Background: an optimization exercise with open tools, aiming at small area, a short achievable clock period and few clock cycles. Do not read the settings as production practice.
Where RTL was checked, it was by simulation tests only, not by an equivalence proof against the original.
No activity file was given, so power comes from the tool's default toggle rates.

==> job 2816 <==
## alpha_calc_param
module alpha_calc_param #(
  parameter int DATA_WIDTH   = 16,
  parameter int MAX_SIZE_LOG = 8,
  parameter int ALPHA_WIDTH  = 10,
  parameter int ALPHA_FRAC   = 9
) (
  input  logic                   clk,
  input  logic                   rst,
  input  logic                   x_valid,
  output logic                   x_ready,
  input  logic [DATA_WIDTH-1:0]  x_data,
  input  logic                   xhat_valid,
  output logic                   xhat_ready,
  input  logic [DATA_WIDTH-1:0]  xhat_data,
  input  logic                   xhat_last_s,
  input  logic                   xmean_valid,
  output logic                   xmean_ready,
  input  logic [DATA_WIDTH-1:0]  xmean_data,
  input  logic                   xhatmean_valid,
  output logic                   xhatmean_ready,
  input  logic [DATA_WIDTH-1:0]  xhatmean_data,
  output logic                   alpha_valid,
  input  logic                   alpha_ready,
  output logic [ALPHA_WIDTH-1:0] alpha_data
);
==> flow/config.mk <==
export PLATFORM = sky130hd
export DESIGN_NAME = alpha_calc_param
export DESIGN_NICKNAME = alpha_calc_param
export VERILOG_FILES = /design/flow/design.v
export SDC_FILE = /design/flow/constraint.sdc
export NUM_CORES = 4
export LEC_CHECK = 0
export CAP_MARGIN = 20
export CORE_MARGIN = 2
export CORE_UTILIZATION = 40
export SETUP_SLACK_MARGIN = 5
export SLEW_MARGIN = 20
export SYNTH_HIERARCHICAL = 1
export SYNTH_MINIMUM_KEEP_SIZE = 0
==> flow/constraint.sdc <==
create_clock -name core_clock -period 12.0 [get_ports {clk}]
set_input_delay 2.4000 -clock core_clock [delete_from_list [all_inputs] [get_ports {clk}]]
set_output_delay 2.4000 -clock core_clock [all_outputs]
set_load 0.01 [all_outputs]
standard.sh (not shown) runs the stock make flow with config.mk's settings and CLKGATE_MAP_FILE= SYNTH_SCRIPT=/design/flow/synth_recipe.tcl, a recipe that flattens the netlist after the stock synthesis.
==> flow/flow/run.sh <==
#!/bin/bash
set -euo pipefail
bash standard.sh synth > synth.log 2>&1
bash standard.sh SETUP_SLACK_MARGIN=8.5 "BUFFER_PORTS_ARGS=-buffer_cell sky130_fd_sc_hd__buf_2" finish > layout.log 2>&1
==> job 8653 (differences from job 2816) <==
--- a/flow/design.v
+++ b/flow/design.v
@@ -1138,17 +1138,15 @@
     end
     if (mean_hs)
       cnt_q <= '0;
     else if (pair_hs)
       cnt_q <= cnt_q + 1'b1;
-    if (pair_hs) begin
-      dx_q <= $signed({1'b0, x_data}) - $signed({1'b0, xmean_q});
+    dx_q <= $signed({1'b0, x_data}) - $signed({1'b0, xmean_q});
+    if (pair_hs)
       dh_q <= $signed({1'b0, xhat_data}) - $signed({1'b0, xhatmean_q});
-    end else begin
-      dx_q <= '0;
+    else
       dh_q <= '0;
-    end
     npa_q  <= np_a[33:0];
     npb_q  <= np_b[33:0];
     nph_q0 <= np_a[34];
     nph_q1 <= np_b[34];
     dpa_q  <= dp_a;
==> flow/flow/run.sh (replaced) <==
#!/bin/bash
set -euo pipefail
bash standard.sh synth > synth.log 2>&1
bash standard.sh SETUP_SLACK_MARGIN=8.2 \
  "BUFFER_PORTS_ARGS=-buffer_cell sky130_fd_sc_hd__buf_2" \
  "CTS_ARGS=-sink_clustering_enable -repair_clock_nets -dont_use_dummy_load" \
  finish > layout.log 2>&1
==> job 6866 (differences from job 2816) <==
--- a/flow/design.v
+++ b/flow/design.v
@@ -38,11 +38,11 @@
   logic                    pend_q;       
   logic                    busy_q;       
   logic                    aval_q;       
   logic [SC_W-1:0]         step_q;
   logic                    sat_q, pos_q, lsb_q;
-  logic [DATA_WIDTH-1:0]   xmean_q, xhatmean_q;
+  logic signed [D_W-1:0]   nxmean_q, nxhatmean_q;   
   logic signed [D_W-1:0]   dx_q, dh_q;
   logic                    last_q;       
   logic                    last1_q;      
   logic                    init_q;       
   logic                    clr;          
@@ -1131,24 +1131,22 @@
   logic           ge;
   assign sub = {1'b0, r_q} - {2'b0, d_q};
   assign ge  = ~sub[ACC_W];
   always_ff @(posedge clk) begin
     if (mean_hs) begin
-      xmean_q    <= xmean_data;
-      xhatmean_q <= xhatmean_data;
+      nxmean_q    <= -$signed({1'b0, xmean_data});
+      nxhatmean_q <= -$signed({1'b0, xhatmean_data});
     end
     if (mean_hs)
       cnt_q <= '0;
     else if (pair_hs)
       cnt_q <= cnt_q + 1'b1;
-    if (pair_hs) begin
-      dx_q <= $signed({1'b0, x_data}) - $signed({1'b0, xmean_q});
-      dh_q <= $signed({1'b0, xhat_data}) - $signed({1'b0, xhatmean_q});
-    end else begin
-      dx_q <= '0;
+    dx_q <= $signed({1'b0, x_data}) + nxmean_q;
+    if (pair_hs)
+      dh_q <= $signed({1'b0, xhat_data}) + nxhatmean_q;
+    else
       dh_q <= '0;
-    end
     npa_q  <= np_a[33:0];
     npb_q  <= np_b[33:0];
     nph_q0 <= np_a[34];
     nph_q1 <= np_b[34];
     dpa_q  <= dp_a;
==> flow/flow/run.sh (replaced) <==
#!/bin/bash
set -euo pipefail
bash standard.sh synth > synth.log 2>&1
bash standard.sh SETUP_SLACK_MARGIN=8.4 \
  "BUFFER_PORTS_ARGS=-buffer_cell sky130_fd_sc_hd__buf_2" \
  "CTS_ARGS=-sink_clustering_enable -repair_clock_nets -dont_use_dummy_load" \
  finish > layout.log 2>&1
==> notes <==
- Clock power: job 6866 is lower than job 2816 (about 18%).
- Hold slack: job 2816 is worse than job 8653 (0.0070 ns).
- Sequential share of layout area: job 6866 < job 2816 < job 8653.
- Between job 6866 and job 8653, the lower maximum frequency is in job 6866 (gap 1.7%, measured against job 8653).
- Routed wire length, highest first: job 6866, job 2816, job 8653.
- Of job 2816 and job 6866, job 6866 has the higher first-iteration DRC count (gap 4.5%, measured against job 6866).
- Flip-flop and latch count is the same in job 2816 and job 8653.
- Global-route usage: job 8653 is lower than job 6866 (0.70 points).
Testbench counts of job 8653, summed over its fixed seeds: cycles 24,535.
The RTL of job 2816 and job 6866 was laid out without a check of its function.

========
==> inputs of v17 <==
alpha_calc_param with an RTL version that a note above also has.
==> flow/config.mk <==
export PLATFORM = sky130hd
export DESIGN_NAME = alpha_calc_param
export DESIGN_NICKNAME = alpha_calc_param
export VERILOG_FILES = /design/flow/design.v
export SDC_FILE = /design/flow/constraint.sdc
export NUM_CORES = 4
export LEC_CHECK = 0
export CAP_MARGIN = 20
export CORE_MARGIN = 2
export CORE_UTILIZATION = 40
export SETUP_SLACK_MARGIN = 5
export SLEW_MARGIN = 20
export SYNTH_HIERARCHICAL = 1
export SYNTH_MINIMUM_KEEP_SIZE = 0
==> flow/constraint.sdc <==
create_clock -name core_clock -period 12.0 [get_ports {clk}]
set_input_delay 2.4000 -clock core_clock [delete_from_list [all_inputs] [get_ports {clk}]]
set_output_delay 2.4000 -clock core_clock [all_outputs]
set_load 0.01 [all_outputs]
==> flow/flow/run.sh <==
#!/bin/bash
set -euo pipefail
bash standard.sh synth > synth.log 2>&1
bash standard.sh SETUP_SLACK_MARGIN=8.2 "BUFFER_PORTS_ARGS=-buffer_cell sky130_fd_sc_hd__buf_2" finish > layout.log 2>&1
==> v7 (differences from v17) <==
--- a/flow/design.v
+++ b/flow/design.v
@@ -35,17 +35,17 @@
   logic [MAX_SIZE_LOG-1:0] cnt_q;        
   logic [1:0]              nres_q;       
   logic                    fin_q;        
   logic                    pend_q;       
   logic                    busy_q;       
   logic                    aval_q;       
   logic [SC_W-1:0]         step_q;
   logic                    sat_q, pos_q, lsb_q;
-  logic [DATA_WIDTH-1:0]   xmean_q, xhatmean_q;
+  logic signed [D_W-1:0]   nxmean_q, nxhatmean_q;   
   logic signed [D_W-1:0]   dx_q, dh_q;
   logic                    last_q;       
   logic                    last1_q;      
   logic                    init_q;       
   logic                    clr;          
   logic signed [ACC_W-1:0] num_q;
   logic [DEN_W-1:0]        den_q;
   logic [ACC_W-1:0]        r_q;
@@ -1128,26 +1128,26 @@
   assign den_ta = {den_q[39], den_q[38], den_q[37], den_q[36], den_q[35], den_q[34], den_q[33], da_c31, da_c30, da_c29, da_c28, da_c27, da_c26, da_c25, da_c24, da_c23, da_c22, da_c21, da_c20, da_c19, da_c18, da_c17, da_c16, da_c15, da_c14, da_c13, da_c12, da_c11, da_c10, da_c9, da_c8, da_c7, da_c6, da_c5, da_c4, da_c3, da_c2, da_c1, da_c0, da_s0};
   assign den_tb = {1'b0, 1'b0, 1'b0, 1'b0, 1'b0, 1'b0, 1'b0, den_q[32], da_s31, da_s30, da_s29, da_s28, da_s27, da_s26, da_s25, da_s24, da_s23, da_s22, da_s21, da_s20, da_s19, da_s18, da_s17, da_s16, da_s15, da_s14, da_s13, da_s12, da_s11, da_s10, da_s9, da_s8, da_s7, da_s6, da_s5, da_s4, da_s3, da_s2, da_s1, dpb_q[0]};
   logic [ACC_W:0] sub;
   logic           ge;
   assign sub = {1'b0, r_q} - {2'b0, d_q};
   assign ge  = ~sub[ACC_W];
   always_ff @(posedge clk) begin
     if (mean_hs) begin
-      xmean_q    <= xmean_data;
-      xhatmean_q <= xhatmean_data;
+      nxmean_q    <= -$signed({1'b0, xmean_data});
+      nxhatmean_q <= -$signed({1'b0, xhatmean_data});
     end
     if (mean_hs)
       cnt_q <= '0;
     else if (pair_hs)
       cnt_q <= cnt_q + 1'b1;
-    dx_q <= $signed({1'b0, x_data}) - $signed({1'b0, xmean_q});
+    dx_q <= $signed({1'b0, x_data}) + nxmean_q;
     if (pair_hs)
-      dh_q <= $signed({1'b0, xhat_data}) - $signed({1'b0, xhatmean_q});
+      dh_q <= $signed({1'b0, xhat_data}) + nxhatmean_q;
     else
       dh_q <= '0;
     npa_q  <= np_a[33:0];
     npb_q  <= np_b[33:0];
     nph_q0 <= np_a[34];
     nph_q1 <= np_b[34];
     dpa_q  <= dp_a;
     dpb_q  <= dp_b;
==> flow/flow/run.sh (replaced) <==
#!/bin/bash
set -euo pipefail
bash standard.sh synth > synth.log 2>&1
bash standard.sh SETUP_SLACK_MARGIN=8.2 \
  "BUFFER_PORTS_ARGS=-buffer_cell sky130_fd_sc_hd__buf_2" \
  "CTS_ARGS=-sink_clustering_enable -repair_clock_nets -dont_use_dummy_load" \
  finish > layout.log 2>&1
==> results.tsv <==
metric	value	unit
Chip Width	283.7	um
Post-CTS Setup Bufs	18	
Tmin final	3956	ps
fillcell total	7451	
Starting Density	40.41	%
DIE AREA	80510	um2
initial antenna violation count	2	
mean routed wirelength per cell	19.55	um
Seq area share	25.34	%
multi-input logic area	21410	um2
placed instance count	4484	
dominant delay contributor by cell family on the critical path	compound AO/OA/AOI/OAI gates	
adder and majority cell fraction of the synthesized area	26.49	%
status	no timing/DRC/antenna violations	
Avg Inst Size Synth	8.746	um2
That was v7.
==> results.tsv <==
metric	value	unit
Avg Inst Size Synth	8.764	um2
DIE AREA	79450	um2
multi-input logic area	21030	um2
Chip Width	281.9	um
adder and majority cell fraction of the synthesized area	26.73	%
Post-CTS Setup Bufs	5	
Tmin final	3813	ps
status	no timing/DRC/antenna violations	
mean routed wirelength per cell	19.13	um
That was v17.
Testbench counts of v17, summed over its fixed seeds: cycles 24,535.
For v7, only the layout was checked, not whether the RTL still works.

## static timing again, ports no longer ideal
In the flow no input, the clock included, has a driving cell. The finished layouts below were timed again as built, in two steps. Step 1: set_driving_cell puts a clkbuf_16 on clk and a buf_2 on each other input, an assumption about the parent block. Step 2, shift: input delay + t, output delay - t, t = (earliest + latest rising clock arrival at the registers) / 2. This alone moves slack from input paths to output paths. Three values: ideal ports, drivers, drivers and shift; two values: the first two.
| run | t (ns) | slack for setup (ns) | cell pins on the clock port's net |
|---|---|---|---|
| job 2816 | 0.664 | 8.179 / 8.194 / 7.530 | 1 |
| job 8653 | 0.632 | 8.155 / 8.168 / 7.536 | 1 |
| job 6866 | 0.638 | 8.090 / 8.111 / 7.473 | 1 |
| v17 | 0.654 | 8.187 / 8.200 / 7.546 | 1 |
| v7 | 0.625 | 8.044 / 8.069 / 7.443 | 1 |
After both steps setup and hold are still met in every run listed. For job 2816, which loses most, drivers alone change the setup slack by +0.015 ns; drivers and shift together by -0.649 ns.
